This design comes from an exercise in tuning for small area on the open sky130 flow, not from production work. In this exercise RTL edits were held to simulation tests only and were not proved equivalent to the original.

## flow/design.v

```verilog
module muldiv_unit #(
    parameter int unsigned MUL_CYCLES = 2,
    parameter int unsigned DIV_ITERS  = 32
) (
    input  logic        clk,
    input  logic        rst,
    input  logic        start,
    input  logic [1:0]  op,
    input  logic        flush,
    input  logic [31:0] srca,
    input  logic [31:0] srcb,
    output logic        stall,
    output logic        busy,
    output logic        done,
    output logic [31:0] hi,
    output logic [31:0] lo
);
    logic        act_q;           
    logic [5:0]  cnt_q;           
    logic [33:0] h_q;             
    logic [31:0] l_q;             
    logic        is_div, is_signed;
    logic [5:0]  ph;
    logic        sa, sb;
    logic [35:0] xa;              
    logic [32:0] bm;              
    logic        bzero;
    logic        ph0, div_abs, div_end, div_last;
    logic        p0_q, e33_q, e34_q;    
    assign is_div    = op[1];
    assign is_signed = ~op[0];
    assign ph        = act_q ? cnt_q : 6'd0;
    assign ph0       = ~act_q;
    assign sa        = is_signed & srca[31];
    assign sb        = is_signed & srcb[31];
    assign xa        = {sa, sa, sa, sa, srca};
    assign bm        = {sb, srcb};
    assign bzero     = (srcb == 32'd0);
    assign div_abs   = act_q & p0_q;
    assign div_end   = act_q & e33_q;
    assign div_last  = div_q & act_q & e34_q;
    function automatic logic [2:0] booth(input logic [2:0] x);
        booth[0] = x[1] ^ x[0];                                             
        booth[1] = (x[2] & ~x[1] & ~x[0]) | (~x[2] & x[1] & x[0]);           
        booth[2] = x[2];                                                    
    endfunction
    logic [12:0] xw0, xwn;
    logic [17:0] enc0, encn, enc_q;
    logic        div_q;           
    logic        sa_q, sb_q;      
    assign xw0 = {xa[11:0], 1'b0};
    assign xwn = ph0 ? xa[23:11] : xa[35:23];
    always_comb begin
        for (int j = 0; j < 6; j++) begin
            enc0[3*j +: 3] = booth(xw0[2*j +: 3]);
            encn[3*j +: 3] = is_div ? 3'b000 : booth(xwn[2*j +: 3]);
        end
    end
    logic [5:0] rone, rtwo, rsgn, rneg;
    always_comb begin
        for (int j = 0; j < 6; j++) begin
            rone[j] = ph0 ? enc0[3*j]   : enc_q[3*j];
            rtwo[j] = ph0 ? enc0[3*j+1] : enc_q[3*j+1];
            rsgn[j] = ph0 ? enc0[3*j+2] : enc_q[3*j+2];
        end
        if (~ph0 & div_q) begin
            rone[0] = ~div_last & ~div_abs;
            rtwo[0] = div_last & h_q[33];
            rsgn[0] = div_last ? (sb_q ^ sa_q) : ~(h_q[33] ^ sb_q);
        end
        for (int j = 0; j < 6; j++) rneg[j] = rsgn[j] | ~(rone[j] | rtwo[j]);
    end
    logic [33:0] ppx0, ppx1, ppx2, ppx3, ppx4, ppx5;
    logic [34:0] bv;
    logic [34:0] cx [6];
    logic [33:0] px [6];
    assign bv = {bm[32], bm, 1'b0};
    always_comb begin
        for (int j = 0; j < 6; j++) begin
            cx[j] = ~(bv ^ {35{rsgn[j]}});
            px[j] = ~(({34{rone[j]}} & cx[j][34:1]) | ({34{rtwo[j]}} & cx[j][33:0]));
        end
    end
    assign ppx0 = px[0];
    assign ppx1 = px[1];
    assign ppx2 = px[2];
    assign ppx3 = px[3];
    assign ppx4 = px[4];
    assign ppx5 = px[5];
    logic [33:0] acc;
    logic        cin;
    assign cin = div_q & sa_q & (div_abs | div_last);
    assign acc = (ph0 ? 34'd0 : h_q) ^ {34{cin}};
    logic [45:0] cpa_a, cpa_b, t;
    logic s1;
    logic c2;
    logic s3;
    logic c4;
    logic s5;
    logic c6;
    logic s7;
    logic c8;
    logic s9;
    logic c10;
    logic s11;
    logic c12;
    logic s13;
    logic c14;
    logic s15;
    logic c16;
    logic s17;
    logic c18;
    logic s19;
    logic c20;
    logic s21;
    logic c22;
    logic s23;
    logic c24;
    logic s25;
    logic c26;
    logic s27;
    logic c28;
    logic s29;
    logic c30;
    logic s31;
    logic c32;
    logic s33;
    logic c34;
    logic s35;
    logic c36;
    logic s37;
    logic c38;
    logic s39;
    logic c40;
    logic s41;
    logic c42;
    logic s43;
    logic c44;
    logic s45;
    logic c46;
    logic s47;
    logic c48;
    logic s49;
    logic c50;
    logic s51;
    logic c52;
    logic s53;
    logic c54;
    logic s55;
    logic c56;
    logic s57;
    logic c58;
    logic s59;
    logic c60;
    logic s61;
    logic c62;
    logic s63;
    logic c64;
    logic s65;
    logic c66;
    logic s67;
    logic c68;
    logic s69;
    logic c70;
    logic s71;
    logic c72;
    logic s73;
    logic c74;
    logic s75;
    logic c76;
    logic s77;
    logic c78;
    logic s79;
    logic c80;
    logic s81;
    logic c82;
    logic s83;
    logic c84;
    logic s85;
    logic c86;
    logic s87;
    logic c88;
    logic s89;
    logic c90;
    logic s91;
    logic c92;
    logic s93;
    logic c94;
    logic s95;
    logic c96;
    logic s97;
    logic c98;
    logic s99;
    logic c100;
    logic s101;
    logic c102;
    logic s103;
    logic c104;
    logic s105;
    logic c106;
    logic s107;
    logic c108;
    logic s109;
    logic c110;
    logic s111;
    logic c112;
    logic s113;
    logic c114;
    logic s115;
    logic c116;
    logic s117;
    logic c118;
    logic s119;
    logic c120;
    logic s121;
    logic c122;
    logic s123;
    logic c124;
    logic s125;
    logic c126;
    logic s127;
    logic c128;
    logic s129;
    logic c130;
    logic s131;
    logic c132;
    logic s133;
    logic c134;
    logic s135;
    logic c136;
    logic s137;
    logic c138;
    logic s139;
    logic c140;
    logic s141;
    logic c142;
    logic s143;
    logic c144;
    logic s145;
    logic c146;
    logic s147;
    logic c148;
    logic s149;
    logic c150;
    logic s151;
    logic c152;
    logic s153;
    logic c154;
    logic s155;
    logic c156;
    logic s157;
    logic c158;
    logic s159;
    logic c160;
    logic s161;
    logic c162;
    logic s163;
    logic c164;
    logic s165;
    logic c166;
    logic s167;
    logic c168;
    logic s169;
    logic c170;
    logic s171;
    logic c172;
    logic s173;
    logic c174;
    logic s175;
    logic c176;
    logic s177;
    logic c178;
    logic s179;
    logic c180;
    logic s181;
    logic c182;
    logic s183;
    logic c184;
    logic s185;
    logic c186;
    logic s187;
    logic c188;
    logic s189;
    logic c190;
    logic s191;
    logic c192;
    logic s193;
    logic c194;
    logic s195;
    logic c196;
    logic s197;
    logic c198;
    logic s199;
    logic c200;
    logic s201;
    logic c202;
    logic s203;
    logic c204;
    logic s205;
    logic c206;
    logic s207;
    logic c208;
    logic s209;
    logic c210;
    logic s211;
    logic c212;
    logic s213;
    logic c214;
    logic s215;
    logic c216;
    logic s217;
    logic c218;
    logic s219;
    logic c220;
    logic s221;
    logic c222;
    logic s223;
    logic c224;
    logic s225;
    logic c226;
    logic s227;
    logic c228;
    logic s229;
    logic c230;
    logic s231;
    logic c232;
    logic s233;
    logic c234;
    logic s235;
    logic c236;
    logic s237;
    logic c238;
    logic s239;
    logic c240;
    logic s241;
    logic c242;
    logic s243;
    logic c244;
    logic s245;
    logic c246;
    logic s247;
    logic c248;
    logic s249;
    logic c250;
    logic s251;
    logic c252;
    logic s253;
    logic c254;
    logic s255;
    logic c256;
    logic s257;
    logic c258;
    logic s259;
    logic c260;
    logic s261;
    logic c262;
    logic s263;
    logic c264;
    logic s265;
    logic c266;
    logic s267;
    logic c268;
    logic s269;
    logic c270;
    logic s271;
    logic c272;
    logic s273;
    logic c274;
    logic s275;
    logic c276;
    logic s277;
    logic c278;
    logic s279;
    logic c280;
    logic s281;
    logic c282;
    logic s283;
    logic c284;
    logic s285;
    logic c286;
    logic s287;
    logic c288;
    logic s289;
    logic c290;
    logic s291;
    logic c292;
    logic s293;
    logic c294;
    logic s295;
    logic c296;
    logic s297;
    logic c298;
    logic s299;
    logic c300;
    logic s301;
    logic c302;
    logic s303;
    logic c304;
    logic s305;
    logic c306;
    logic s307;
    logic c308;
    logic s309;
    logic c310;
    logic s311;
    logic c312;
    logic s313;
    logic c314;
    logic s315;
    logic c316;
    logic s317;
    logic c318;
    logic s319;
    logic c320;
    logic s321;
    logic c322;
    logic s323;
    logic c324;
    logic s325;
    logic c326;
    logic s327;
    logic c328;
    logic s329;
    logic c330;
    logic s331;
    logic c332;
    logic s333;
    logic c334;
    logic s335;
    logic c336;
    logic s337;
    logic c338;
    logic s339;
    logic c340;
    logic s341;
    logic c342;
    logic s343;
    logic c344;
    logic s345;
    logic c346;
    logic s347;
    logic c348;
    logic s349;
    logic c350;
    logic s351;
    logic c352;
    logic s353;
    logic c354;
    logic s355;
    logic c356;
    logic s357;
    logic c358;
    logic s359;
    logic c360;
    logic s361;
    logic c362;
    logic s363;
    logic c364;
    logic s365;
    logic c366;
    logic s367;
    logic c368;
    logic s369;
    logic c370;
    logic s371;
    logic c372;
    logic s373;
    logic c374;
    logic s375;
    logic c376;
    logic s377;
    logic c378;
    logic s379;
    logic c380;
    logic s381;
    logic c382;
    logic s383;
    logic c384;
    logic s385;
    logic c386;
    logic s387;
    logic c388;
    logic s389;
    logic c390;
    logic s391;
    logic c392;
    logic s393;
    logic c394;
    logic s395;
    logic c396;
    logic s397;
    logic c398;
    assign s1 = acc[8] ^ ppx0[8] ^ ppx1[6];
    assign c2 = (acc[8] & ppx0[8]) | (ppx1[6] & (acc[8] ^ ppx0[8]));
    assign s3 = acc[9] ^ ppx0[9] ^ ppx1[7];
    assign c4 = (acc[9] & ppx0[9]) | (ppx1[7] & (acc[9] ^ ppx0[9]));
    assign s5 = acc[10] ^ ppx0[10] ^ ppx1[8];
    assign c6 = (acc[10] & ppx0[10]) | (ppx1[8] & (acc[10] ^ ppx0[10]));
    assign s7 = ppx2[6] ^ ppx3[4] ^ ppx4[2];
    assign c8 = (ppx2[6] & ppx3[4]) | (ppx4[2] & (ppx2[6] ^ ppx3[4]));
    assign s9 = acc[11] ^ ppx0[11] ^ ppx1[9];
    assign c10 = (acc[11] & ppx0[11]) | (ppx1[9] & (acc[11] ^ ppx0[11]));
    assign s11 = ppx2[7] ^ ppx3[5] ^ ppx4[3];
    assign c12 = (ppx2[7] & ppx3[5]) | (ppx4[3] & (ppx2[7] ^ ppx3[5]));
    assign s13 = acc[12] ^ ppx0[12] ^ ppx1[10];
    assign c14 = (acc[12] & ppx0[12]) | (ppx1[10] & (acc[12] ^ ppx0[12]));
    assign s15 = ppx2[8] ^ ppx3[6] ^ ppx4[4];
    assign c16 = (ppx2[8] & ppx3[6]) | (ppx4[4] & (ppx2[8] ^ ppx3[6]));
    assign s17 = acc[13] ^ ppx0[13] ^ ppx1[11];
    assign c18 = (acc[13] & ppx0[13]) | (ppx1[11] & (acc[13] ^ ppx0[13]));
    assign s19 = ppx2[9] ^ ppx3[7] ^ ppx4[5];
    assign c20 = (ppx2[9] & ppx3[7]) | (ppx4[5] & (ppx2[9] ^ ppx3[7]));
    assign s21 = acc[14] ^ ppx0[14] ^ ppx1[12];
    assign c22 = (acc[14] & ppx0[14]) | (ppx1[12] & (acc[14] ^ ppx0[14]));
    assign s23 = ppx2[10] ^ ppx3[8] ^ ppx4[6];
    assign c24 = (ppx2[10] & ppx3[8]) | (ppx4[6] & (ppx2[10] ^ ppx3[8]));
    assign s25 = acc[15] ^ ppx0[15] ^ ppx1[13];
    assign c26 = (acc[15] & ppx0[15]) | (ppx1[13] & (acc[15] ^ ppx0[15]));
    assign s27 = ppx2[11] ^ ppx3[9] ^ ppx4[7];
    assign c28 = (ppx2[11] & ppx3[9]) | (ppx4[7] & (ppx2[11] ^ ppx3[9]));
    assign s29 = acc[16] ^ ppx0[16] ^ ppx1[14];
    assign c30 = (acc[16] & ppx0[16]) | (ppx1[14] & (acc[16] ^ ppx0[16]));
    assign s31 = ppx2[12] ^ ppx3[10] ^ ppx4[8];
    assign c32 = (ppx2[12] & ppx3[10]) | (ppx4[8] & (ppx2[12] ^ ppx3[10]));
    assign s33 = acc[17] ^ ppx0[17] ^ ppx1[15];
    assign c34 = (acc[17] & ppx0[17]) | (ppx1[15] & (acc[17] ^ ppx0[17]));
    assign s35 = ppx2[13] ^ ppx3[11] ^ ppx4[9];
    assign c36 = (ppx2[13] & ppx3[11]) | (ppx4[9] & (ppx2[13] ^ ppx3[11]));
    assign s37 = acc[18] ^ ppx0[18] ^ ppx1[16];
    assign c38 = (acc[18] & ppx0[18]) | (ppx1[16] & (acc[18] ^ ppx0[18]));
    assign s39 = ppx2[14] ^ ppx3[12] ^ ppx4[10];
    assign c40 = (ppx2[14] & ppx3[12]) | (ppx4[10] & (ppx2[14] ^ ppx3[12]));
    assign s41 = acc[19] ^ ppx0[19] ^ ppx1[17];
    assign c42 = (acc[19] & ppx0[19]) | (ppx1[17] & (acc[19] ^ ppx0[19]));
    assign s43 = ppx2[15] ^ ppx3[13] ^ ppx4[11];
    assign c44 = (ppx2[15] & ppx3[13]) | (ppx4[11] & (ppx2[15] ^ ppx3[13]));
    assign s45 = acc[20] ^ ppx0[20] ^ ppx1[18];
    assign c46 = (acc[20] & ppx0[20]) | (ppx1[18] & (acc[20] ^ ppx0[20]));
    assign s47 = ppx2[16] ^ ppx3[14] ^ ppx4[12];
    assign c48 = (ppx2[16] & ppx3[14]) | (ppx4[12] & (ppx2[16] ^ ppx3[14]));
    assign s49 = acc[21] ^ ppx0[21] ^ ppx1[19];
    assign c50 = (acc[21] & ppx0[21]) | (ppx1[19] & (acc[21] ^ ppx0[21]));
    assign s51 = ppx2[17] ^ ppx3[15] ^ ppx4[13];
    assign c52 = (ppx2[17] & ppx3[15]) | (ppx4[13] & (ppx2[17] ^ ppx3[15]));
    assign s53 = acc[22] ^ ppx0[22] ^ ppx1[20];
    assign c54 = (acc[22] & ppx0[22]) | (ppx1[20] & (acc[22] ^ ppx0[22]));
    assign s55 = ppx2[18] ^ ppx3[16] ^ ppx4[14];
    assign c56 = (ppx2[18] & ppx3[16]) | (ppx4[14] & (ppx2[18] ^ ppx3[16]));
    assign s57 = acc[23] ^ ppx0[23] ^ ppx1[21];
    assign c58 = (acc[23] & ppx0[23]) | (ppx1[21] & (acc[23] ^ ppx0[23]));
    assign s59 = ppx2[19] ^ ppx3[17] ^ ppx4[15];
    assign c60 = (ppx2[19] & ppx3[17]) | (ppx4[15] & (ppx2[19] ^ ppx3[17]));
    assign s61 = acc[24] ^ ppx0[24] ^ ppx1[22];
    assign c62 = (acc[24] & ppx0[24]) | (ppx1[22] & (acc[24] ^ ppx0[24]));
    assign s63 = ppx2[20] ^ ppx3[18] ^ ppx4[16];
    assign c64 = (ppx2[20] & ppx3[18]) | (ppx4[16] & (ppx2[20] ^ ppx3[18]));
    assign s65 = acc[25] ^ ppx0[25] ^ ppx1[23];
    assign c66 = (acc[25] & ppx0[25]) | (ppx1[23] & (acc[25] ^ ppx0[25]));
    assign s67 = ppx2[21] ^ ppx3[19] ^ ppx4[17];
    assign c68 = (ppx2[21] & ppx3[19]) | (ppx4[17] & (ppx2[21] ^ ppx3[19]));
    assign s69 = acc[26] ^ ppx0[26] ^ ppx1[24];
    assign c70 = (acc[26] & ppx0[26]) | (ppx1[24] & (acc[26] ^ ppx0[26]));
    assign s71 = ppx2[22] ^ ppx3[20] ^ ppx4[18];
    assign c72 = (ppx2[22] & ppx3[20]) | (ppx4[18] & (ppx2[22] ^ ppx3[20]));
    assign s73 = acc[27] ^ ppx0[27] ^ ppx1[25];
    assign c74 = (acc[27] & ppx0[27]) | (ppx1[25] & (acc[27] ^ ppx0[27]));
    assign s75 = ppx2[23] ^ ppx3[21] ^ ppx4[19];
    assign c76 = (ppx2[23] & ppx3[21]) | (ppx4[19] & (ppx2[23] ^ ppx3[21]));
    assign s77 = acc[28] ^ ppx0[28] ^ ppx1[26];
    assign c78 = (acc[28] & ppx0[28]) | (ppx1[26] & (acc[28] ^ ppx0[28]));
    assign s79 = ppx2[24] ^ ppx3[22] ^ ppx4[20];
    assign c80 = (ppx2[24] & ppx3[22]) | (ppx4[20] & (ppx2[24] ^ ppx3[22]));
    assign s81 = acc[29] ^ ppx0[29] ^ ppx1[27];
    assign c82 = (acc[29] & ppx0[29]) | (ppx1[27] & (acc[29] ^ ppx0[29]));
    assign s83 = ppx2[25] ^ ppx3[23] ^ ppx4[21];
    assign c84 = (ppx2[25] & ppx3[23]) | (ppx4[21] & (ppx2[25] ^ ppx3[23]));
    assign s85 = acc[30] ^ ppx0[30] ^ ppx1[28];
    assign c86 = (acc[30] & ppx0[30]) | (ppx1[28] & (acc[30] ^ ppx0[30]));
    assign s87 = ppx2[26] ^ ppx3[24] ^ ppx4[22];
    assign c88 = (ppx2[26] & ppx3[24]) | (ppx4[22] & (ppx2[26] ^ ppx3[24]));
    assign s89 = acc[31] ^ ppx0[31] ^ ppx1[29];
    assign c90 = (acc[31] & ppx0[31]) | (ppx1[29] & (acc[31] ^ ppx0[31]));
    assign s91 = ppx2[27] ^ ppx3[25] ^ ppx4[23];
    assign c92 = (ppx2[27] & ppx3[25]) | (ppx4[23] & (ppx2[27] ^ ppx3[25]));
    assign s93 = acc[32] ^ ppx0[32] ^ ppx1[30];
    assign c94 = (acc[32] & ppx0[32]) | (ppx1[30] & (acc[32] ^ ppx0[32]));
    assign s95 = ppx2[28] ^ ppx3[26] ^ ppx4[24];
    assign c96 = (ppx2[28] & ppx3[26]) | (ppx4[24] & (ppx2[28] ^ ppx3[26]));
    assign s97 = ~acc[33] ^ ~ppx0[33] ^ ppx1[31];
    assign c98 = (~acc[33] & ~ppx0[33]) | (ppx1[31] & (~acc[33] ^ ~ppx0[33]));
    assign s99 = ppx2[29] ^ ppx3[27] ^ ppx4[25];
    assign c100 = (ppx2[29] & ppx3[27]) | (ppx4[25] & (ppx2[29] ^ ppx3[27]));
    assign s101 = ppx1[32] ^ ppx2[30] ^ ppx3[28];
    assign c102 = (ppx1[32] & ppx2[30]) | (ppx3[28] & (ppx1[32] ^ ppx2[30]));
    assign s103 = acc[4] ^ ppx0[4] ^ ppx1[2];
    assign c104 = (acc[4] & ppx0[4]) | (ppx1[2] & (acc[4] ^ ppx0[4]));
    assign s105 = acc[5] ^ ppx0[5] ^ ppx1[3];
    assign c106 = (acc[5] & ppx0[5]) | (ppx1[3] & (acc[5] ^ ppx0[5]));
    assign s107 = acc[6] ^ ppx0[6] ^ ppx1[4];
    assign c108 = (acc[6] & ppx0[6]) | (ppx1[4] & (acc[6] ^ ppx0[6]));
    assign s109 = ppx2[2] ^ ppx3[0] ^ rneg[3];
    assign c110 = (ppx2[2] & ppx3[0]) | (rneg[3] & (ppx2[2] ^ ppx3[0]));
    assign s111 = acc[7] ^ ppx0[7] ^ ppx1[5];
    assign c112 = (acc[7] & ppx0[7]) | (ppx1[5] & (acc[7] ^ ppx0[7]));
    assign s113 = ppx2[3] ^ ppx3[1];
    assign c114 = ppx2[3] & ppx3[1];
    assign s115 = s1 ^ ppx2[4] ^ ppx3[2];
    assign c116 = (s1 & ppx2[4]) | (ppx3[2] & (s1 ^ ppx2[4]));
    assign s117 = ppx4[0] ^ rneg[4];
    assign c118 = ppx4[0] & rneg[4];
    assign s119 = c2 ^ s3 ^ ppx2[5];
    assign c120 = (c2 & s3) | (ppx2[5] & (c2 ^ s3));
    assign s121 = ppx3[3] ^ ppx4[1];
    assign c122 = ppx3[3] & ppx4[1];
    assign s123 = c4 ^ s5 ^ s7;
    assign c124 = (c4 & s5) | (s7 & (c4 ^ s5));
    assign s125 = ppx5[0] ^ rneg[5];
    assign c126 = ppx5[0] & rneg[5];
    assign s127 = c6 ^ c8 ^ s9;
    assign c128 = (c6 & c8) | (s9 & (c6 ^ c8));
    assign s129 = s11 ^ ppx5[1];
    assign c130 = s11 & ppx5[1];
    assign s131 = c10 ^ c12 ^ s13;
    assign c132 = (c10 & c12) | (s13 & (c10 ^ c12));
    assign s133 = s15 ^ ppx5[2];
    assign c134 = s15 & ppx5[2];
    assign s135 = c14 ^ c16 ^ s17;
    assign c136 = (c14 & c16) | (s17 & (c14 ^ c16));
    assign s137 = s19 ^ ppx5[3];
    assign c138 = s19 & ppx5[3];
    assign s139 = c18 ^ c20 ^ s21;
    assign c140 = (c18 & c20) | (s21 & (c18 ^ c20));
    assign s141 = s23 ^ ppx5[4];
    assign c142 = s23 & ppx5[4];
    assign s143 = c22 ^ c24 ^ s25;
    assign c144 = (c22 & c24) | (s25 & (c22 ^ c24));
    assign s145 = s27 ^ ppx5[5];
    assign c146 = s27 & ppx5[5];
    assign s147 = c26 ^ c28 ^ s29;
    assign c148 = (c26 & c28) | (s29 & (c26 ^ c28));
    assign s149 = s31 ^ ppx5[6];
    assign c150 = s31 & ppx5[6];
    assign s151 = c30 ^ c32 ^ s33;
    assign c152 = (c30 & c32) | (s33 & (c30 ^ c32));
    assign s153 = s35 ^ ppx5[7];
    assign c154 = s35 & ppx5[7];
    assign s155 = c34 ^ c36 ^ s37;
    assign c156 = (c34 & c36) | (s37 & (c34 ^ c36));
    assign s157 = s39 ^ ppx5[8];
    assign c158 = s39 & ppx5[8];
    assign s159 = c38 ^ c40 ^ s41;
    assign c160 = (c38 & c40) | (s41 & (c38 ^ c40));
    assign s161 = s43 ^ ppx5[9];
    assign c162 = s43 & ppx5[9];
    assign s163 = c42 ^ c44 ^ s45;
    assign c164 = (c42 & c44) | (s45 & (c42 ^ c44));
    assign s165 = s47 ^ ppx5[10];
    assign c166 = s47 & ppx5[10];
    assign s167 = c46 ^ c48 ^ s49;
    assign c168 = (c46 & c48) | (s49 & (c46 ^ c48));
    assign s169 = s51 ^ ppx5[11];
    assign c170 = s51 & ppx5[11];
    assign s171 = c50 ^ c52 ^ s53;
    assign c172 = (c50 & c52) | (s53 & (c50 ^ c52));
    assign s173 = s55 ^ ppx5[12];
    assign c174 = s55 & ppx5[12];
    assign s175 = c54 ^ c56 ^ s57;
    assign c176 = (c54 & c56) | (s57 & (c54 ^ c56));
    assign s177 = s59 ^ ppx5[13];
    assign c178 = s59 & ppx5[13];
    assign s179 = c58 ^ c60 ^ s61;
    assign c180 = (c58 & c60) | (s61 & (c58 ^ c60));
    assign s181 = s63 ^ ppx5[14];
    assign c182 = s63 & ppx5[14];
    assign s183 = c62 ^ c64 ^ s65;
    assign c184 = (c62 & c64) | (s65 & (c62 ^ c64));
    assign s185 = s67 ^ ppx5[15];
    assign c186 = s67 & ppx5[15];
    assign s187 = c66 ^ c68 ^ s69;
    assign c188 = (c66 & c68) | (s69 & (c66 ^ c68));
    assign s189 = s71 ^ ppx5[16];
    assign c190 = s71 & ppx5[16];
    assign s191 = c70 ^ c72 ^ s73;
    assign c192 = (c70 & c72) | (s73 & (c70 ^ c72));
    assign s193 = s75 ^ ppx5[17];
    assign c194 = s75 & ppx5[17];
    assign s195 = c74 ^ c76 ^ s77;
    assign c196 = (c74 & c76) | (s77 & (c74 ^ c76));
    assign s197 = s79 ^ ppx5[18];
    assign c198 = s79 & ppx5[18];
    assign s199 = c78 ^ c80 ^ s81;
    assign c200 = (c78 & c80) | (s81 & (c78 ^ c80));
    assign s201 = s83 ^ ppx5[19];
    assign c202 = s83 & ppx5[19];
    assign s203 = c82 ^ c84 ^ s85;
    assign c204 = (c82 & c84) | (s85 & (c82 ^ c84));
    assign s205 = s87 ^ ppx5[20];
    assign c206 = s87 & ppx5[20];
    assign s207 = c86 ^ c88 ^ s89;
    assign c208 = (c86 & c88) | (s89 & (c86 ^ c88));
    assign s209 = s91 ^ ppx5[21];
    assign c210 = s91 & ppx5[21];
    assign s211 = c90 ^ c92 ^ s93;
    assign c212 = (c90 & c92) | (s93 & (c90 ^ c92));
    assign s213 = s95 ^ ppx5[22];
    assign c214 = s95 & ppx5[22];
    assign s215 = c94 ^ c96 ^ s97;
    assign c216 = (c94 & c96) | (s97 & (c94 ^ c96));
    assign s217 = s99 ^ ppx5[23];
    assign c218 = s99 & ppx5[23];
    assign s219 = c98 ^ c100 ^ s101;
    assign c220 = (c98 & c100) | (s101 & (c98 ^ c100));
    assign s221 = ppx4[26] ^ ppx5[24] ^ 1'b1;
    assign c222 = (ppx4[26] & ppx5[24]) | (1'b1 & (ppx4[26] ^ ppx5[24]));
    assign s223 = c102 ^ ~ppx1[33] ^ ppx2[31];
    assign c224 = (c102 & ~ppx1[33]) | (ppx2[31] & (c102 ^ ~ppx1[33]));
    assign s225 = ppx3[29] ^ ppx4[27] ^ ppx5[25];
    assign c226 = (ppx3[29] & ppx4[27]) | (ppx5[25] & (ppx3[29] ^ ppx4[27]));
    assign s227 = ppx2[32] ^ ppx3[30] ^ ppx4[28];
    assign c228 = (ppx2[32] & ppx3[30]) | (ppx4[28] & (ppx2[32] ^ ppx3[30]));
    assign s229 = ppx5[26] ^ 1'b1;
    assign c230 = ppx5[26] & 1'b1;
    assign s231 = ~ppx2[33] ^ ppx3[31] ^ ppx4[29];
    assign c232 = (~ppx2[33] & ppx3[31]) | (ppx4[29] & (~ppx2[33] ^ ppx3[31]));
    assign s233 = ppx3[32] ^ ppx4[30] ^ ppx5[28];
    assign c234 = (ppx3[32] & ppx4[30]) | (ppx5[28] & (ppx3[32] ^ ppx4[30]));
    assign s235 = acc[0] ^ ppx0[0] ^ rneg[0];
    assign c236 = (acc[0] & ppx0[0]) | (rneg[0] & (acc[0] ^ ppx0[0]));
    assign s237 = acc[2] ^ ppx0[2] ^ ppx1[0];
    assign c238 = (acc[2] & ppx0[2]) | (ppx1[0] & (acc[2] ^ ppx0[2]));
    assign s239 = acc[3] ^ ppx0[3] ^ ppx1[1];
    assign c240 = (acc[3] & ppx0[3]) | (ppx1[1] & (acc[3] ^ ppx0[3]));
    assign s241 = s103 ^ ppx2[0] ^ rneg[2];
    assign c242 = (s103 & ppx2[0]) | (rneg[2] & (s103 ^ ppx2[0]));
    assign s243 = c104 ^ s105 ^ ppx2[1];
    assign c244 = (c104 & s105) | (ppx2[1] & (c104 ^ s105));
    assign s245 = c106 ^ s107 ^ s109;
    assign c246 = (c106 & s107) | (s109 & (c106 ^ s107));
    assign s247 = c108 ^ c110 ^ s111;
    assign c248 = (c108 & c110) | (s111 & (c108 ^ c110));
    assign s249 = c112 ^ c114 ^ s115;
    assign c250 = (c112 & c114) | (s115 & (c112 ^ c114));
    assign s251 = c116 ^ c118 ^ s119;
    assign c252 = (c116 & c118) | (s119 & (c116 ^ c118));
    assign s253 = c120 ^ c122 ^ s123;
    assign c254 = (c120 & c122) | (s123 & (c120 ^ c122));
    assign s255 = c124 ^ c126 ^ s127;
    assign c256 = (c124 & c126) | (s127 & (c124 ^ c126));
    assign s257 = c128 ^ c130 ^ s131;
    assign c258 = (c128 & c130) | (s131 & (c128 ^ c130));
    assign s259 = c132 ^ c134 ^ s135;
    assign c260 = (c132 & c134) | (s135 & (c132 ^ c134));
    assign s261 = c136 ^ c138 ^ s139;
    assign c262 = (c136 & c138) | (s139 & (c136 ^ c138));
    assign s263 = c140 ^ c142 ^ s143;
    assign c264 = (c140 & c142) | (s143 & (c140 ^ c142));
    assign s265 = c144 ^ c146 ^ s147;
    assign c266 = (c144 & c146) | (s147 & (c144 ^ c146));
    assign s267 = c148 ^ c150 ^ s151;
    assign c268 = (c148 & c150) | (s151 & (c148 ^ c150));
    assign s269 = c152 ^ c154 ^ s155;
    assign c270 = (c152 & c154) | (s155 & (c152 ^ c154));
    assign s271 = c156 ^ c158 ^ s159;
    assign c272 = (c156 & c158) | (s159 & (c156 ^ c158));
    assign s273 = c160 ^ c162 ^ s163;
    assign c274 = (c160 & c162) | (s163 & (c160 ^ c162));
    assign s275 = c164 ^ c166 ^ s167;
    assign c276 = (c164 & c166) | (s167 & (c164 ^ c166));
    assign s277 = c168 ^ c170 ^ s171;
    assign c278 = (c168 & c170) | (s171 & (c168 ^ c170));
    assign s279 = c172 ^ c174 ^ s175;
    assign c280 = (c172 & c174) | (s175 & (c172 ^ c174));
    assign s281 = c176 ^ c178 ^ s179;
    assign c282 = (c176 & c178) | (s179 & (c176 ^ c178));
    assign s283 = c180 ^ c182 ^ s183;
    assign c284 = (c180 & c182) | (s183 & (c180 ^ c182));
    assign s285 = c184 ^ c186 ^ s187;
    assign c286 = (c184 & c186) | (s187 & (c184 ^ c186));
    assign s287 = c188 ^ c190 ^ s191;
    assign c288 = (c188 & c190) | (s191 & (c188 ^ c190));
    assign s289 = c192 ^ c194 ^ s195;
    assign c290 = (c192 & c194) | (s195 & (c192 ^ c194));
    assign s291 = c196 ^ c198 ^ s199;
    assign c292 = (c196 & c198) | (s199 & (c196 ^ c198));
    assign s293 = c200 ^ c202 ^ s203;
    assign c294 = (c200 & c202) | (s203 & (c200 ^ c202));
    assign s295 = c204 ^ c206 ^ s207;
    assign c296 = (c204 & c206) | (s207 & (c204 ^ c206));
    assign s297 = c208 ^ c210 ^ s211;
    assign c298 = (c208 & c210) | (s211 & (c208 ^ c210));
    assign s299 = c212 ^ c214 ^ s215;
    assign c300 = (c212 & c214) | (s215 & (c212 ^ c214));
    assign s301 = c216 ^ c218 ^ s219;
    assign c302 = (c216 & c218) | (s219 & (c216 ^ c218));
    assign s303 = c220 ^ c222 ^ s223;
    assign c304 = (c220 & c222) | (s223 & (c220 ^ c222));
    assign s305 = c224 ^ c226 ^ s227;
    assign c306 = (c224 & c226) | (s227 & (c224 ^ c226));
    assign s307 = c228 ^ c230 ^ s231;
    assign c308 = (c228 & c230) | (s231 & (c228 ^ c230));
    assign s309 = c232 ^ s233 ^ 1'b1;
    assign c310 = (c232 & s233) | (1'b1 & (c232 ^ s233));
    assign s311 = c234 ^ ~ppx3[33] ^ ppx4[31];
    assign c312 = (c234 & ~ppx3[33]) | (ppx4[31] & (c234 ^ ~ppx3[33]));
    assign s313 = ppx4[32] ^ ppx5[30] ^ 1'b1;
    assign c314 = (ppx4[32] & ppx5[30]) | (1'b1 & (ppx4[32] ^ ppx5[30]));
    assign s315 = c236 ^ acc[1] ^ ppx0[1];
    assign c316 = (c236 & acc[1]) | (ppx0[1] & (c236 ^ acc[1]));
    assign s317 = s237 ^ rneg[1];
    assign c318 = s237 & rneg[1];
    assign s319 = c238 ^ s239;
    assign c320 = c238 & s239;
    assign s321 = c240 ^ s241;
    assign c322 = c240 & s241;
    assign s323 = c242 ^ s243;
    assign c324 = c242 & s243;
    assign s325 = c244 ^ s245;
    assign c326 = c244 & s245;
    assign s327 = c246 ^ s247 ^ s113;
    assign c328 = (c246 & s247) | (s113 & (c246 ^ s247));
    assign s329 = c248 ^ s249 ^ s117;
    assign c330 = (c248 & s249) | (s117 & (c248 ^ s249));
    assign s331 = c250 ^ s251 ^ s121;
    assign c332 = (c250 & s251) | (s121 & (c250 ^ s251));
    assign s333 = c252 ^ s253 ^ s125;
    assign c334 = (c252 & s253) | (s125 & (c252 ^ s253));
    assign s335 = c254 ^ s255 ^ s129;
    assign c336 = (c254 & s255) | (s129 & (c254 ^ s255));
    assign s337 = c256 ^ s257 ^ s133;
    assign c338 = (c256 & s257) | (s133 & (c256 ^ s257));
    assign s339 = c258 ^ s259 ^ s137;
    assign c340 = (c258 & s259) | (s137 & (c258 ^ s259));
    assign s341 = c260 ^ s261 ^ s141;
    assign c342 = (c260 & s261) | (s141 & (c260 ^ s261));
    assign s343 = c262 ^ s263 ^ s145;
    assign c344 = (c262 & s263) | (s145 & (c262 ^ s263));
    assign s345 = c264 ^ s265 ^ s149;
    assign c346 = (c264 & s265) | (s149 & (c264 ^ s265));
    assign s347 = c266 ^ s267 ^ s153;
    assign c348 = (c266 & s267) | (s153 & (c266 ^ s267));
    assign s349 = c268 ^ s269 ^ s157;
    assign c350 = (c268 & s269) | (s157 & (c268 ^ s269));
    assign s351 = c270 ^ s271 ^ s161;
    assign c352 = (c270 & s271) | (s161 & (c270 ^ s271));
    assign s353 = c272 ^ s273 ^ s165;
    assign c354 = (c272 & s273) | (s165 & (c272 ^ s273));
    assign s355 = c274 ^ s275 ^ s169;
    assign c356 = (c274 & s275) | (s169 & (c274 ^ s275));
    assign s357 = c276 ^ s277 ^ s173;
    assign c358 = (c276 & s277) | (s173 & (c276 ^ s277));
    assign s359 = c278 ^ s279 ^ s177;
    assign c360 = (c278 & s279) | (s177 & (c278 ^ s279));
    assign s361 = c280 ^ s281 ^ s181;
    assign c362 = (c280 & s281) | (s181 & (c280 ^ s281));
    assign s363 = c282 ^ s283 ^ s185;
    assign c364 = (c282 & s283) | (s185 & (c282 ^ s283));
    assign s365 = c284 ^ s285 ^ s189;
    assign c366 = (c284 & s285) | (s189 & (c284 ^ s285));
    assign s367 = c286 ^ s287 ^ s193;
    assign c368 = (c286 & s287) | (s193 & (c286 ^ s287));
    assign s369 = c288 ^ s289 ^ s197;
    assign c370 = (c288 & s289) | (s197 & (c288 ^ s289));
    assign s371 = c290 ^ s291 ^ s201;
    assign c372 = (c290 & s291) | (s201 & (c290 ^ s291));
    assign s373 = c292 ^ s293 ^ s205;
    assign c374 = (c292 & s293) | (s205 & (c292 ^ s293));
    assign s375 = c294 ^ s295 ^ s209;
    assign c376 = (c294 & s295) | (s209 & (c294 ^ s295));
    assign s377 = c296 ^ s297 ^ s213;
    assign c378 = (c296 & s297) | (s213 & (c296 ^ s297));
    assign s379 = c298 ^ s299 ^ s217;
    assign c380 = (c298 & s299) | (s217 & (c298 ^ s299));
    assign s381 = c300 ^ s301 ^ s221;
    assign c382 = (c300 & s301) | (s221 & (c300 ^ s301));
    assign s383 = c302 ^ s303 ^ s225;
    assign c384 = (c302 & s303) | (s225 & (c302 ^ s303));
    assign s385 = c304 ^ s305 ^ s229;
    assign c386 = (c304 & s305) | (s229 & (c304 ^ s305));
    assign s387 = c306 ^ s307 ^ ppx5[27];
    assign c388 = (c306 & s307) | (ppx5[27] & (c306 ^ s307));
    assign s389 = c308 ^ s309;
    assign c390 = c308 & s309;
    assign s391 = c310 ^ s311 ^ ppx5[29];
    assign c392 = (c310 & s311) | (ppx5[29] & (c310 ^ s311));
    assign s393 = c312 ^ s313;
    assign c394 = c312 & s313;
    assign s395 = c314 ^ ~ppx4[33] ^ ppx5[31];
    assign c396 = (c314 & ~ppx4[33]) | (ppx5[31] & (c314 ^ ~ppx4[33]));
    assign s397 = ppx5[32] ^ 1'b1;
    assign c398 = ppx5[32] & 1'b1;
    assign cpa_a = {1'b1, 1'b1, c398, c396, c394, c392, c390, c388, c386, c384, c382, c380, c378, c376, c374, c372, c370, c368, c366, c364, c362, c360, c358, c356, c354, c352, c350, c348, c346, c344, c342, c340, c338, c336, c334, c332, c330, c328, c326, c324, c322, c320, c318, c316, s315, s235};
    assign cpa_b = {1'b0, 1'b0, ~ppx5[33], s397, s395, s393, s391, s389, s387, s385, s383, s381, s379, s377, s375, s373, s371, s369, s367, s365, s363, s361, s359, s357, s355, s353, s351, s349, s347, s345, s343, s341, s339, s337, s335, s333, s331, s329, s327, s325, s323, s321, s319, s317, 1'b0, cin};
    assign t = cpa_a + cpa_b;
    logic [31:0] q_out, r_out;
    assign r_out = t[32:1];
    logic        qneg;
    logic [31:0] lor;
    assign qneg = is_signed & (srca[31] ^ srcb[31]) & ~bzero;
    always_comb begin
        lor[0] = 1'b0;
        for (int i = 1; i < 32; i++) lor[i] = lor[i-1] | l_q[i-1];
    end
    assign q_out = l_q ^ ({32{qneg}} & lor);
    logic done_c;
    assign done_c = act_q & (is_div ? (cnt_q == 6'd34) : (cnt_q == 6'd2));
    always_ff @(posedge clk) begin
        if (rst) begin
            act_q <= 1'b0;
        end else begin
            act_q <= start & ~flush & ~done_c;
        end
        cnt_q <= act_q ? cnt_q + 6'd1 : 6'd1;
        p0_q  <= ~act_q;
        e33_q <= act_q & (cnt_q == 6'd32);
        e34_q <= act_q & (cnt_q == 6'd33);
        enc_q <= encn;
        div_q <= is_div;
        sa_q  <= sa;
        sb_q  <= sb;
        if (is_div) begin
            if (ph0) begin
                h_q <= {2'b00, srca};
                l_q <= {l_q[30:0], ~t[33]};
            end else if (div_abs) begin
                h_q <= {33'd0, t[31]};
                l_q <= t[31:0];
            end else begin
                h_q <= {t[32:0], div_end ? 1'b0 : l_q[30]};
                l_q <= {l_q[30:0], ~t[33]};
            end
        end else begin
            h_q <= t[45:12];
            l_q <= {t[11:0], l_q[31:12]};
        end
    end
    assign done  = done_c;
    assign busy  = act_q & ~done_c;
    assign stall = start & ~done_c;
    assign hi    = is_div ? r_out : t[39:8];
    assign lo    = is_div ? q_out : {t[7:0], l_q[31:8]};
endmodule
```

## flow/flow/run.sh

```bash
#!/bin/bash
# Standard synthesis and layout (standard.sh), with faster port buffers than the
# resizer's default pick, and power recovery (downsizing of gates off the critical
# paths) after global routing.
set -euo pipefail
export BUFFER_PORTS_ARGS="-buffer_cell sky130_fd_sc_hd__buf_2"
export RECOVER_POWER=100
bash standard.sh synth > synth.log 2>&1
bash standard.sh finish > layout.log 2>&1
```

## flow/standard.sh

```bash
#!/bin/bash
# synth_recipe.tcl (not shown) runs the flow's synth.tcl, then flattens the netlist and writes it again
# the make line also repeats each setting of config.mk as NAME=value (left out here)
make -C /OpenROAD-flow-scripts/flow DESIGN_CONFIG=/design/flow/config.mk WORK_HOME=/design/flow/orfs CLKGATE_MAP_FILE= SYNTH_SCRIPT=/design/flow/synth_recipe.tcl "${@:-finish}"
```

## flow/config.mk

```make
export PLATFORM = sky130hd
export DESIGN_NAME = muldiv_unit
export DESIGN_NICKNAME = muldiv_unit
export VERILOG_FILES = /design/flow/design.v
export SDC_FILE = /design/flow/constraint.sdc
export NUM_CORES = 4
export LEC_CHECK = 0
export CAP_MARGIN = 20
export CORE_MARGIN = 2
export CORE_UTILIZATION = 50
export SLEW_MARGIN = 20
```

## flow/constraint.sdc

```tcl
create_clock -name core_clock -period 10.5 [get_ports {clk}]
set_input_delay 2.1000 -clock core_clock [delete_from_list [all_inputs] [get_ports {clk}]]
set_output_delay 2.1000 -clock core_clock [all_outputs]
set_load 0.01 [all_outputs]
```

==> flow_summary.toml, run 1 <==
[logic_synthesis]
synthCells = 2006
synth-seq-area-share_pct = 12.02
synth_compound_area_share_pct = 23.55
avgSynthCellArea_um2 = 8.054
synth-xor-area-share_pct = 17.56
synth.area.mux_share_pct = 1.464
synth.cell_area_um2 = 16160
synth_top_family_by_area = "adder cells"
ys_ff_latch = 97
syn-num-nets = 2321
synth_enable_flop_cells = 0
ys.flop_type = "dfxtp_1"
ys_types = 68
synth_fa_ha_area_share_pct = 26.41
yosys_warnings = 3
async_flop_share_pct = 0
synth-simple-area-share_pct = 11.12

[global_route]
antenna_found_initial = 0
grt_pass1_wl_mm = 86.56
grt_pass1_vias = 14870
grt_max_degree = 101
grt_overflow = 0
grtUsageTotal_pct = 33.39

[floorplanning]
core-area_um2 = 31720
die_w_um = 183.8
die_area_um2 = 33770
io_pins = 137
die_h_um = 183.8
start_util_pct = 50.94
row_count = 65

[sta]
finalSetupViolCount = 0
tightest_slew_ns = 1.366
fin_tns_setup_ns = 0
slew_headroom_pct = 8.932
grt_setup_unrepaired = "false"
setup_slack_ns = 0.2852
finalMaxSlewViolations = 0
skew_ns = 0.01048
period_needed_ns = 10.21
fmax_mhz = 97.90
fin_crit_sh_pct = 97.28
final-hold-violation-count = 0

[worst_setup_path]
critPathArrivalTime_ns = 8.11
critPathMaxStageDelay_ns = 0.57
ff2ff_setup_slack_ns = 3.07
critPathMaxFanout = 19
crit_buf_inv = 5
crit_chain = "buf_2 > nor3b_1 > a21oi_2 > buf_4 > buf_4 > o22ai_1 > fa_1 > inv_1 > fa_1 > fa_1 > fa_1 > ha_1 > a21oi_1 > o21ai_0 > a21o_1 > a211o_1 > nand2_1 > nand3_1 > a221oi_1 > xor2_1 > o21ai_0 > clkbuf_2"
cp_data_required_time_ns = 8.40
worstSetupStartpointType = "input pin"
critPathSlowestCell = "fa_1"
cp_common_cell = "fa_1"
endpoint_kind = "output pin"
critPathTopFamily = "adder cells"
worstSetupPathType = "input pin to output pin"

[routing]
vias = 15070
drc = 0
postRouteWirelength_mm = 55.39
drtIter0Drc = 1416
drt_first_pass_iters = 8
post_drt_wl_per_cell_um = 22.46
antenna_left = 0
viasPerCell = 6.111

[placed_design]
port_buffers = 136
hpwl_mm = 44.78
gp_congestion = 0.9353
dp_worst_setup_slack_ns = 0.4073

[clock_tree]
post_cts_resized = 0
clkSinkCount = 97
cts_max_path_buffers = 2
post_cts_buffers = 0
clk_pin_slew_ns = 0.06
cts_tree = "done"
clk_latency_ns = 0.35
htreeDepth = 3
cts_hold_buf = 0
numCtsBuffers = 9
cts-root-buf = "clkbuf_16"

[outcome]
status = "timing/DRC/antenna clean"

[layout]
area_growth_pct = 9.309
fin_nets = 2374
final_common_cell = "xnor2_1"
diodes = 0
drive_above_1_share_pct = 9.157
final_cell_mix = "xnor2_1 (262), inv_1 (174), fa_1 (160)"

[hold_path]
hold_class = "register to register"

[flow_run]
maxCapViolCount = 0
sequential cells by signal, indices dropped and copies added (netlist names):
signal,count
sa_q,1
e33_q,1
p0_q,1
h_q,34
div_q,1
l_q,32
cnt_q,6
act_q,1
enc_q,18
sb_q,1
e34_q,1
cell families (layout without fill, tap and decap cells):
| logic type | Yosys count | in the layout |
|---|---|---|
| compound gates | 588 | 588 |
| simple gates | 390 | 390 |
| buf+inv | 339 | 397 |
| xor+xnor | 324 | 324 |
| fa+ha+maj | 245 | 245 |
| flops | 97 | 97 |
| mux | 23 | 23 |
per-layer routing:
| metal | global-route usage (%) | part of all wire, % |
|---|---|---|
| met5 | 0 | 0 |
| met1 | 48.25 | 45 |
| met4 | 10.14 | 2.9 |
| met2 | 50.69 | 43 |
| met3 | 6.062 | 8.7 |
synthesized netlist by cell type, drive strengths merged, types with 4 or more instances:
cell / number / share of area [%]
or4: 5 / 0.33
nand3b: 4 / 0.21
ha: 85 / 6.6
nand3: 17 / 0.53
o21ai: 93 / 2.9
fa: 160 / 20
o21bai: 12 / 0.56
nor3b: 8 / 0.37
o22ai: 131 / 5.1
a211oi: 15 / 0.70
mux2: 5 / 0.35
a21o: 33 / 1.5
a21oi: 144 / 4.5
mux2i: 18 / 1.1
o31ai: 9 / 0.50
a221oi: 8 / 0.43
nor2: 110 / 2.6
xnor2: 262 / 14
nor3: 14 / 0.43
nand2: 159 / 3.7
inv: 174 / 4.0
and2: 13 / 0.50
clkbuf: 138 / 3.2
nor4: 15 / 0.67
o21a: 9 / 0.42
a21boi: 6 / 0.28
a31oi: 18 / 0.70
or3: 7 / 0.30
nor2b: 7 / 0.27
a22o: 4 / 0.22
o22a: 62 / 3.4
and3: 7 / 0.27
xor2: 62 / 3.4
o211ai: 7 / 0.33
dfxtp: 97 / 12
nand2b: 8 / 0.31
o2bb2ai: 7 / 0.38
buf: 26 / 0.60
nand4: 9 / 0.35
worst paths after layout:
path | startpoint | to | cells past startpoint
min reg2reg | cnt_q[0] | cnt_q[0] | 1
max | srca[1] | hi[25] | 22
max reg2reg | act_q | l_q[30] | 24
min | cnt_q[0] | cnt_q[0] | 1
through the flow:
stage                     hold slack (ns)  utilization [%]  instance area (um^2)  instances
final                              0.4490            55.68                 17660       2466
after global routing               0.4708            55.68                 17660       2466
after CTS                          0.4487            56.13                 17800       2466
after detailed placement           0.4335            55.24                 17520       2450
after global placement             0.4312            55.24                 17520       2450
after floorplan                    0.4084                -                 16160       2006
area by class of cell:
type | count | area (um^2)
Fill cell | 3076 | 14060
Timing Repair Buffer | 206 | 1181
Clock inverter | 6 | 42.54
Tap cell | 402 | 503.0
Sequential cell | 97 | 1946
Inverter | 175 | 656.9
Clock buffer | 10 | 239.0
Multi-Input combinational cell | 1570 | 13090
==> run 2: changes to the inputs <==
--- a/flow/config.mk
+++ b/flow/config.mk
@@ -10,2 +10,3 @@
 export CORE_UTILIZATION = 50
+export CTS_BUF_LIST = sky130_fd_sc_hd__clkbuf_8
 export SLEW_MARGIN = 20
==> flow_summary.toml, run 2 <==
[hold_path]
hp-start = "cnt_q[0]"
hold_end = "cnt_q[0]"
hold_class = "register to register"
hold_depth = 1

[routing]
drt_first_pass_iters = 6
antenna_left = 0
post_drt_wl_per_cell_um = 22.39
vias = 15090
drtIter0Drc = 1435
drc = 0
viasPerCell = 6.116
postRouteWirelength_mm = 55.25

[worst_setup_path]
ff2ff_setup_slack_ns = 3.09
worstSetupStartpointType = "input pin"
worstSetupPathType = "input pin to output pin"
critPathArrivalTime_ns = 8.11
crit_buf_inv = 5
critPathMaxFanout = 19
endpoint_kind = "output pin"
reg2reg_from = "act_q"
cp_data_required_time_ns = 8.40
critPathSlowestCell = "fa_1"
critPathTopFamily = "adder cells"
reg2reg_depth = 24
crit_chain = "buf_2 > nor3b_1 > a21oi_2 > buf_4 > buf_4 > o22ai_1 > fa_1 > inv_1 > fa_1 > fa_1 > fa_1 > ha_1 > a21oi_1 > o21ai_0 > a21o_1 > a211o_1 > nand2_1 > nand3_1 > a221oi_1 > xor2_1 > o21ai_0 > clkbuf_2"
reg2reg_to = "l_q[30]"
cp_common_cell = "fa_1"
critPathMaxStageDelay_ns = 0.57

[global_route]
grt_max_degree = 101
grtUsageTotal_pct = 33.42
antenna_found_initial = 1
grt_pass1_wl_mm = 86.70
grt_pass1_vias = 14850
grt_overflow = 0

[clock_tree]
clk_latency_ns = 0.39
clk_pin_slew_ns = 0.09
numCtsBuffers = 9
cts_hold_buf = 0
post_cts_resized = 0
htreeDepth = 3
cts-root-buf = "clkbuf_8"
cts_max_path_buffers = 2
clkSinkCount = 97
post_cts_buffers = 0
cts_tree = "done"

[layout]
area_growth_pct = 8.650
top_regs = "h_q (34), l_q (32), enc_q (18)"
largest_register = "h_q"
drive_above_1_share_pct = 8.963
stdcell_count = 2467
final_cell_mix = "xnor2_1 (262), inv_1 (174), fa_1 (160)"
final_area_um2 = 17550
fillCellCount = 3095
final_common_cell = "xnor2_1"
fin_nets = 2374
largest_register_ffs = 34

[placed_design]
port_buffers = 136
gp_congestion = 0.9353
placed_cells = 2450
dp_worst_setup_slack_ns = 0.4073
placed_cell_area_um2 = 17520
hpwl_mm = 44.78

[sta]
final-hold-violation-count = 0
slew_headroom_pct = 7.078
fin_crit_sh_pct = 97.23
finalSetupViolCount = 0
tightest_slew_ns = 1.394
period_needed_ns = 10.21
skew_ns = 0.01236
fin_tns_setup_ns = 0
setup_slack_ns = 0.2911
grt_setup_unrepaired = "false"
fmax_mhz = 97.95
finalMaxSlewViolations = 0

[floorplanning]
die_h_um = 183.8
io_pins = 137
start_util_pct = 50.94
row_count = 65
core-area_um2 = 31720
die_w_um = 183.8
die_area_um2 = 33770

[logic_synthesis]
yosys-top-cells-area = "fa_1 (20%), xnor2_1 (14%), dfxtp_1 (12%)"
yosysMostFrequentCell = "xnor2_1"
netlist_top_cells_count = "xnor2_1 (262), inv_1 (173), fa_1 (160)"
syn-num-nets = 2321
ys_types = 68
ys.flop_type = "dfxtp_1"
yosys_warnings = 3
async_flop_share_pct = 0
ys_ff_latch = 97
yosysTopAreaCell = "fa_1"
synth-seq-area-share_pct = 12.02
synthCells = 2006
synth.cell_area_um2 = 16160
synth_enable_flop_cells = 0
avgSynthCellArea_um2 = 8.054
synth_top_area_share_pct = 19.82

[outcome]
status = "timing/DRC/antenna clean"

[flow_run]
maxCapViolCount = 0
==> run 2: cell counts after synthesis <==
No cell type changed its count.
==> run 2: per-stage QoR <==
stage,hold WS [ns],utilization [%]
global placement,0.4312,55.24
detailed placement,0.4335,55.24
CTS,0.4549,55.81
floorplan,0.4084,-
finish,0.4552,55.35
global route,0.4779,55.35
==> run 2: cell families (layout without fill, tap and decap cells) <==
family | after synthesis | after routing | share of synthesized area, %
other | 0 | 1 | 0
adders and majority gates | 245 | 245 | 26.41
DFF | 97 | 97 | 12.02
buffers and inverters | 339 | 397 | 7.876
AOI/OAI and AO/OA | 588 | 588 | 23.55
and+or+nand+nor | 390 | 390 | 11.12
xor gates and xnor gates | 324 | 324 | 17.56
muxes | 23 | 23 | 1.464
==> run 2: how the worst max path moves through the flow <==
stage | from | endpoint | slack, ns | cells after the start
after floorplan | srca[3] | hi[30] | 0.49 | 22
after global placement | srca[1] | hi[29] | 0.38 | 22
after detailed placement | srca[1] | hi[31] | 0.41 | 22
after CTS | srca[1] | hi[31] | 0.39 | 22
after global routing | srca[1] | hi[20] | 0.02 | 22
final | srca[1] | hi[25] | 0.29 | 22
==> run 2: per-layer routing <==
layer | up-vias | GRT usage, % | share of wire [%]
met5 | - | 0 | 0
met2 | 697 | 50.66 | 43
met4 | 0 | 10.30 | 3.0
li1 | 6987 | - | -
met3 | 99 | 5.151 | 8.2
met1 | 7306 | 48.85 | 45
==> run 2: layout make-up <==
class	count	area (um^2)	share of cell area [%]
Clock buffer	10	137.6	0.7840
Clock inverter	6	42.54	0.2423
Multi-Input combinational cell	1570	13090	74.58
Sequential cell	97	1946	11.08
Timing Repair Buffer	206	1174	6.686
Inverter	175	656.9	3.742
Tap cell	402	503.0	2.865
Antenna cell	1	2.502	0.01426
==> run 3: changes to the inputs <==
--- a/flow/config.mk
+++ b/flow/config.mk
@@ -11,2 +11,3 @@
 export CTS_BUF_LIST = sky130_fd_sc_hd__clkbuf_8
+export PLACE_DENSITY = 0.7
 export SLEW_MARGIN = 20
==> flow_summary.toml, run 3 <==
[sta]
finalSetupViolCount = 0
fin_tns_setup_ns = 0
slew_headroom_pct = 8.104
fmax_mhz = 97.64
fin_crit_sh_pct = 97.54
final-hold-violation-count = 0
tightest_slew_ns = 1.378
grt_setup_unrepaired = "false"
skew_ns = 0.02025
finalMaxSlewViolations = 0
period_needed_ns = 10.24

[placed_design]
gp_congestion = 0.9948
hpwl_mm = 44.21
placed_cells = 2435
placed_cell_area_um2 = 17330
port_buffers = 136

[logic_synthesis]
ys_types = 68
async_flop_share_pct = 0
yosysTopAreaCell = "fa_1"
netlist_top_cells_count = "xnor2_1 (262), inv_1 (173), fa_1 (160)"
syn-num-nets = 2321
synth-xor-area-share_pct = 17.56
synth_top_family_by_area = "adder cells"
synth_enable_flop_cells = 0
synth-simple-area-share_pct = 11.12
yosys-top-cells-area = "fa_1 (20%), xnor2_1 (14%), dfxtp_1 (12%)"
synth.area.mux_share_pct = 1.464
synth-seq-area-share_pct = 12.02
synth_compound_area_share_pct = 23.55
ys.flop_type = "dfxtp_1"
synth.cell_area_um2 = 16160
yosysMostFrequentCell = "xnor2_1"
ys_ff_latch = 97
yosys_warnings = 3
synthCells = 2006
avgSynthCellArea_um2 = 8.054
synth_top_area_share_pct = 19.82
synth_fa_ha_area_share_pct = 26.41

[global_route]
grt_pass1_wl_mm = 85.73
grtUsageTotal_pct = 32.79
grt_max_degree = 115
antenna_found_initial = 0
grt_pass1_vias = 15110
grt_overflow = 0

[layout]
final_common_cell = "xnor2_1"
fin_nets = 2360
largest_register_ffs = 34
top_regs = "h_q (34), l_q (32), enc_q (18)"
final_cell_mix = "xnor2_1 (260), inv_1 (174), fa_1 (160)"
fillCellCount = 3006
area_growth_pct = 8.371
diodes = 0
multi_input_area_um2 = 13120
regArea_um2 = 1946
drive_above_1_share_pct = 8.683
final_area_um2 = 17510
largest_register = "h_q"
stdcell_count = 2452

[floorplanning]
start_util_pct = 50.94
die_h_um = 183.8
row_count = 65
die_area_um2 = 33770
io_pins = 137
core-area_um2 = 31720
die_w_um = 183.8

[worst_setup_path]
critPathArrivalTime_ns = 8.14
critPathSlowestCell = "fa_1"
cp_data_required_time_ns = 8.40
crit_buf_inv = 5
worstSetupPathType = "input pin to output pin"
endpoint_kind = "output pin"
worstSetupStartpointType = "input pin"
critPathMaxStageDelay_ns = 0.58
crit_chain = "buf_2 > o21ai_2 > buf_4 > o22ai_1 > fa_1 > inv_1 > fa_1 > fa_1 > fa_1 > ha_1 > a21oi_1 > o21ai_1 > a211oi_2 > and2_0 > a221oi_1 > buf_4 > o21ai_0 > xnor2_1 > nand2_1 > o21ai_0 > clkbuf_2"
critPathTopFamily = "adder cells"
cp_common_cell = "fa_1"
critPathMaxFanout = 19

[routing]
viasPerCell = 6.225
drtIter0Drc = 1857
post_drt_wl_per_cell_um = 22.13
antenna_left = 0
drt_first_pass_iters = 8
vias = 15260
postRouteWirelength_mm = 54.26
drc = 0

[clock_tree]
clk_latency_ns = 0.40
numCtsBuffers = 9
htreeDepth = 3
clk_pin_slew_ns = 0.11
clkSinkCount = 97
cts_tree = "done"
cts-root-buf = "clkbuf_8"
cts_max_path_buffers = 2

[outcome]
status = "timing/DRC/antenna clean"

[hold_path]
hold_class = "register to register"

[flow_run]
maxCapViolCount = 0
==> run 3: cell count changes in the layout (fill, tap and decap cells not counted), sizes merged <==
cell	previous run	this run
clkinv	4	3
bufinv	0	2
clkinvlp	2	0
buf	123	114
diode	1	0
inv	175	177
clkbuf	93	87
==> run 3: worst paths after layout <==
| check | start | endpoint | slack (ns) | depth (start not counted) |
|---|---|---|---|---|
| worst max-delay path | srca[0] | hi[28] | 0.26 | 21 |
| worst max register to register | act_q | h_q[26] | 3.21 | 21 |
| worst min register to register | cnt_q[0] | cnt_q[0] | 0.46 | 1 |
| worst min-delay path | cnt_q[0] | cnt_q[0] | 0.46 | 1 |
==> run 3: per-layer routing <==
metal  GRT usage, %  wire length, um  up-vias
met1          46.40            23030     7314
met4          12.06             2169        0
met2          49.54            23300      876
met3          6.517             5763      117
met5              0                0        -
li1               -                -     6956
==> run 3: logic make-up (layout without fill, tap and decap cells) <==
kind of cell             count (synthesis)  after routing
flip-flops                              97             97
buffers and inverters                  339            383
multiplexers                            23             23
adder cells (fa/ha/maj)                245            245
XOR/XNOR                               324            324
AND/OR/NAND/NOR                        390            390
AO/OA/AOI/OAI                          588            588
==> run 3: per-stage QoR <==
step | utilization, % | worst slack (ns) | hold slack (ns)
floorplan | - | 0.4899 | 0.4084
global placement | 54.65 | 0.07817 | 0.4292
detailed placement | 54.65 | 0.1570 | 0.4389
CTS | 55.43 | 0.1434 | 0.4648
global route | 55.20 | 0.01808 | 0.5104
finish | 55.20 | 0.2588 | 0.4600
==> run 3: layout make-up <==
type,count,area share (%)
well taps,402,2.873
inverters,175,3.752
clock buffers,9,0.7074
flip-flops and latches,97,11.11
repair buffers,192,5.903
multi-input cells,1570,74.95
clock inverters,7,0.7074
==> run 3: repair_timing <==
item	CTS	global route
hold buffers	0	0
resized for setup	0	9
buffers inserted	0	0
setup endpoints to repair	0	11
==> run 4: changes to the inputs <==
--- a/flow/config.mk
+++ b/flow/config.mk
@@ -11,3 +11,3 @@
 export CTS_BUF_LIST = sky130_fd_sc_hd__clkbuf_8
-export PLACE_DENSITY = 0.7
+export PLACE_DENSITY = 0.75
 export SLEW_MARGIN = 20
==> flow_summary.toml, run 4 <==
[layout]
largest_register = "h_q"
final_area_um2 = 17510
drive_above_1_share_pct = 9.020
diodes = 0
area_growth_pct = 8.402
fillCellCount = 2974
largest_register_ffs = 34
top_regs = "h_q (34), l_q (32), enc_q (18)"
fin_nets = 2361
final_cell_mix = "xnor2_1 (262), inv_1 (174), fa_1 (160)"
stdcell_count = 2453
final_common_cell = "xnor2_1"

[sta]
fin_tns_setup_ns = 0
slew_headroom_pct = -133.4
holdWs_ns = 0.4626
fmax_mhz = 97.26
finalSetupViolCount = 0
tightest_slew_ns = 3.501
skew_ns = 0.02562
period_needed_ns = 10.28
fin_crit_sh_pct = 97.92
final-hold-violation-count = 0
finalMaxSlewViolations = 131

[clock_tree]
clkSinkCount = 97
numCtsBuffers = 9
cts-root-buf = "clkbuf_8"
cts_max_path_buffers = 2
htreeDepth = 3
clk_pin_slew_ns = 0.12
cts_tree = "done"
cts_hold_buf = 0
clk_latency_ns = 0.40

[floorplanning]
io_pins = 137
core-area_um2 = 31720
die_h_um = 183.8
row_count = 65
die_area_um2 = 33770
start_util_pct = 50.94
die_w_um = 183.8

[global_route]
grt_use_met2_pct = 50.79
grtUsageMet1_pct = 47.41
grt-busiest-layer = "met2"
antenna_found_initial = 1
grt_overflow = 0
grt_pass1_wl_mm = 87.33
grt_pass1_vias = 15190
grt_max_degree = 105
grtUsageTotal_pct = 33.32
grtUsageMet3_pct = 6.359

[logic_synthesis]
yosys_warnings = 3
synth.cell_area_um2 = 16160
async_flop_share_pct = 0
yosysTopAreaCell = "fa_1"
synth_top_area_share_pct = 19.82
ys_types = 68
ys.flop_type = "dfxtp_1"
netlist_top_cells_count = "xnor2_1 (262), inv_1 (173), fa_1 (160)"
yosysMostFrequentCell = "xnor2_1"
avgSynthCellArea_um2 = 8.054
synth_enable_flop_cells = 0
synth-seq-area-share_pct = 12.02
syn-num-nets = 2321
ys_ff_latch = 97
yosys-top-cells-area = "fa_1 (20%), xnor2_1 (14%), dfxtp_1 (12%)"
synthCells = 2006

[placed_design]
hpwl_mm = 44.56
port_buffers = 136
gp_congestion = 0.9932
placed_cells = 2435
placed_cell_area_um2 = 17350

[routing]
vias = 15440
drtIter0Drc = 1987
postRouteWirelength_mm = 55.44
antenna_left = 0
post_drt_wl_per_cell_um = 22.60
drt_first_pass_iters = 6
drc = 0
viasPerCell = 6.293

[flow_run]
maxCapViolCount = 2

[worst_setup_path]
endpoint_kind = "output pin"
critPathArrivalTime_ns = 8.18
cp_data_required_time_ns = 8.40
worstSetupPathType = "input pin to output pin"
worstSetupStartpointType = "input pin"
critPathMaxFanout = 34

[hold_path]
hold_class = "register to register"

[outcome]
violations = "capacitance limit, slew limit"
status = "complete, but fails checks"
## run 4: cell counts after synthesis
No cell type changed its count.
## run 4: cell type report
| class | count | area (um^2) | share of cell area, % |
|---|---|---|---|
| clock buffer | 9 | 123.9 | 0.7072 |
| inverter | 175 | 656.9 | 3.751 |
| tap | 402 | 503.0 | 2.872 |
| multi-input combinational | 1570 | 13120 | 74.93 |
| sequential | 97 | 1946 | 11.11 |
| timing repair buffer | 193 | 1072 | 6.122 |
| clock inverter | 7 | 90.09 | 0.5144 |
## run 4: repair_timing
action / 4_1_cts / 5_1_grt
setup buffers: 0 / 2
gates cloned: 0 / 0
resized for setup: 1 / 15
pin swaps: 0 / 1
setup endpoints to repair: 2 / 15
## run 4: through the flow
| stage | util [%] | worst slack [ns] |
|---|---|---|
| final | 55.22 | 0.2185 |
| after global routing | 55.22 | -0.002978 |
| after CTS | 55.39 | 0.05138 |
| after detailed placement | 54.70 | -0.1157 |
| after global placement | 54.70 | 0.008647 |
| after floorplan | - | 0.4899 |
## run 4: kinds of logic (layout without fill, tap and decap cells)
group | count (synthesis) | count (layout) | share of synthesized area, %
mux | 23 | 23 | 1.464
xor+xnor | 324 | 324 | 17.56
compound gates | 588 | 588 | 23.55
buf+inv | 339 | 384 | 7.876
flops | 97 | 97 | 12.02
simple gates | 390 | 390 | 11.12
fa+ha+maj | 245 | 245 | 26.41
## run 4: worst max-delay path, stage by stage
cell and delay, ns:
clkbuf_1 0.13, buf_4 0.18, nor2_1 0.05, a21oi_1 0.14, nor2_1 0.06, a21oi_2 0.18, buf_12 0.21, o22ai_1 0.12
fa_1 0.54, inv_1 0.06, fa_1 0.50, fa_1 0.60, fa_1 0.44, ha_1 0.38, a21oi_1 0.25, o21ai_0 0.16
a21o_1 0.21, a211o_1 0.33, a32o_1 0.29, o21ba_1 0.25, a31oi_1 0.21, xor2_1 0.34, mux2i_1 0.20, clkbuf_2 0.20
## run 4: per-layer routing
| layer | share of wire [%] | vias up |
|---|---|---|
| met5 | 0.023 | - |
| met4 | 3.6 | 2 |
| met3 | 10 | 144 |
| met2 | 44 | 925 |
| met1 | 43 | 7388 |
| li1 | - | 6977 |
## run 4: path summary, 6_finish.rpt
path	startpoint	slack, ns	to	cells past startpoint
setup / recovery	srca[1]	0.22	hi[29]	24
hold / removal	cnt_q[0]	0.46	cnt_q[0]	1
setup reg to reg	act_q	3.17	h_q[26]	21
hold reg to reg	cnt_q[0]	0.46	cnt_q[0]	1

[afterwards: timing with drivers on the ports]
The flow's constraints put no driver on any port. The routed layouts listed below were extracted and timed again, unchanged, in two steps. Step 1 (the two cells are an assumption about what drives the block):
set clk [get_ports {clk}]
set_driving_cell -lib_cell sky130_fd_sc_hd__clkbuf_16 $clk
set_driving_cell -lib_cell sky130_fd_sc_hd__buf_2 [delete_from_list [all_inputs] $clk]
Step 2 moves the port delays by t, midway between the first and last clock arrival at a register: inputs arrive t later, outputs are due t later. That takes back most of the time a late clock gives input paths. Three values: ideal, step 1, step 2; two values: the first two.
run	t, ns	setup WS [ns]	worst hold slack (ns)
run 1	0.394	0.285 / 0.267 / 0.267	0.449 / 0.449 / 0.449
run 2	0.421	0.291 / 0.273 / 0.273	0.455 / 0.455 / 0.455
run 3	0.418	0.259 / 0.240 / 0.240	0.460 / 0.460 / 0.460
run 4	0.420	0.219 / 0.196 / 0.196	0.463 / 0.463 / 0.463
The setup slack of run 4, which loses most, moves by -0.023 ns with the drivers and by -0.023 ns with both steps.
